Background: an optimization exercise with open tools, aiming at small area, a short achievable clock period and few clock cycles per item. Do not read the settings as production practice. In this exercise RTL edits were held to simulation tests only and were not proved equivalent to the original. Power and IR drop assume default switching activity.

## job 1756
// lattice_fermion_hop_sign
module lattice_fermion_hop_sign #(
    parameter int SITES         = 64,
    parameter int MAX_PARTICLES = 64
) (
    input  logic             clk,
    input  logic             rst_n,
    input  logic             in_valid,
    output logic             in_stall,
    input  lfhs_pkg::in_item_t  in_data,
    output logic             out_valid,
    input  logic             out_stall,
    output lfhs_pkg::out_item_t out_data,
    input  logic             cfg_write,
    input  logic             cfg_index,
    input  logic [lfhs_pkg::CFG_W-1:0] cfg_data
);
make LEC_CHECK=0 CAP_MARGIN=20 CORE_MARGIN=2 CORE_UTILIZATION=60 SETUP_SLACK_MARGIN=2.5 SLEW_MARGIN=20 finish   # period 5.0 ns
run.sh (not shown) runs the stock make flow with config.mk's settings and CLKGATE_MAP_FILE= SYNTH_SCRIPT=/design/flow/synth_recipe.tcl, a recipe that flattens the netlist after the stock synthesis.
Testbench counts of job 1756, summed over its fixed seeds: cycles 9,640, items 9,600.
The following lists how job 1816 was set up differently from job 1756:
- a change of CORE_UTILIZATION from 60 to 40
- a deleted SETUP_SLACK_MARGIN that had been 2.5
==> comparison <==
Summary of job 1816 over job 1756: headroom to the max-slew limit decreased 3.5 points; clock power decreased about 2%; portion of total power attributed to the clock network essentially unchanged. Job 1816 vs job 1756 — non-clock buffer count dropped 40. Route | job 1816 vs job 1756 | wire shorter in job 1816. Job 1756 and job 1816 ended up with nearly the same sequential cell count of the final layout.
diff inputs: job 1816 => job 5910
- an added SETUP_SLACK_MARGIN of 3.0
- a change of CORE_UTILIZATION from 40 to 60
Notes after the runs:
Wire: job 5910 routes more than job 1816. Between job 1816 and job 5910, design area increased. Comparing job 5910 and job 1816, the higher sequential share of layout area is on job 1816. Diff job 1816 -> job 5910: total power increased 5.5%; wire length of the first global-routing pass up 9.9%.

---

## the baseline
Another version of the RTL of lattice_fermion_hop_sign (not shown whole).
Size in the first run: ~3300 cells after synthesis, ~1200 flip-flops, ~35 I/O pins, roughly 47000 um^2 of cells after synthesis.
==> flow/config.mk <==
export PLATFORM = sky130hd
export DESIGN_NAME = lattice_fermion_hop_sign
export DESIGN_NICKNAME = lattice_fermion_hop_sign
export VERILOG_FILES = /design/flow/design.v
export SDC_FILE = /design/flow/constraint.sdc
export NUM_CORES = 4
export LEC_CHECK = 0
export CAP_MARGIN = 20
export CORE_MARGIN = 2
export CORE_UTILIZATION = 60
export CTS_CLUSTER_DIAMETER = 60
export CTS_CLUSTER_SIZE = 25
export SETUP_SLACK_MARGIN = 2.5
export SLEW_MARGIN = 20
export TNS_END_PERCENT = 5
==> flow/constraint.sdc <==
create_clock -name core_clock -period 5.0 [get_ports {clk}]
set_input_delay 1.0000 -clock core_clock [delete_from_list [all_inputs] [get_ports {clk}]]
set_output_delay 1.0000 -clock core_clock [all_outputs]
set_load 0.01 [all_outputs]
Testbench counts of the baseline, summed over its fixed seeds: cycles 9,640, items 9,600.
What the candidate does differently from the baseline at the input level:
Settings: removing CTS_CLUSTER_SIZE (formerly 25); removing CTS_CLUSTER_DIAMETER (formerly 60); removing TNS_END_PERCENT (formerly 5).
--- outcome ---
Die span in y: the baseline vs the candidate — no meaningful difference. Diff the baseline -> the candidate: maximum single-stage delay on the critical path went down by 0.11 ns; non-clock inverter total of the final layout fell by 1. Global-route usage on the candidate is up relative to the baseline. The lower clock network fraction of design power of the baseline and the candidate is in the baseline. Between the baseline and the candidate, the net switching share of the total power is lower for the candidate. The candidate vs the baseline, post-CTS setup buffer count went up by 10. The candidate ends up with higher routed wire length than the baseline does. Row routed length on met1: the candidate lower / the baseline higher.

---

lattice_fermion_hop_sign again, from the RTL that the note above started with.
clock: 5.0 ns
lec_check: 0
cap_margin: 20
core_margin: 2
core_utilization: 60
cts_cluster_diameter: 60
cts_cluster_size: 25
setup_slack_margin: 2.7
slew_margin: 20
tns_end_percent: 5
Testbench counts at the start, summed over its fixed seeds: cycles 9,640, items 9,600.
==> next run, changes <==
Settings changed: CORE_UTILIZATION 60 to 65, SETUP_SLACK_MARGIN 2.7 to 2.5.
Outcome:
- die area shrinks by a little under a tenth
- via count goes up slightly
- clock power falls slightly
- global-route usage rises by 3.3 points

-- separate check: timing with driven ports --
In the flow no input, the clock included, has a driving cell. The finished layouts below were timed again as built, in two steps. Step 1: set_driving_cell puts a clkbuf_16 on clk and a buf_2 on each other input, an assumption about the parent block. Step 2 moves the port delays by t, midway between the first and last clock arrival at a register: inputs arrive t later, outputs are due t later. That takes back most of the time a late clock gives input paths. Three values: ideal, step 1, step 2; two values: the first two.
run	t (ns)	setup WS [ns]	hold slack, ns	worst setup path after step 2	worst slew at a driven data input, ns
job 1756	0.746	2.358 / 2.358 / 2.241	0.326 / 0.326 / 0.326	input to register	0.07
job 1816	0.772	1.752 / 1.752 / 1.467	0.326 / 0.307 / 0.326	input to register	0.10
job 5910	0.760	2.284 / 2.284 / 2.257	0.321 / 0.321 / 0.321	input to register	0.05
the baseline	0.714	2.394 / 2.324 / 1.813	0.335 / 0.335 / 0.335	input to register	0.05
the candidate	0.759	2.392 / 2.392 / 1.795	0.320 / 0.320 / 0.320	input to register	0.05
the first run of note 3	0.702	2.339 / 2.266 / 2.051	0.333 / 0.333 / 0.333	input to register	0.07
the second run of note 3	0.710	2.313 / 2.313 / 1.818	0.336 / 0.330 / 0.346	input to register	0.06
After both steps setup and hold are still met in every run listed. For the candidate, which loses most, drivers alone change the setup slack by 0.000 ns; drivers and shift together by -0.597 ns.
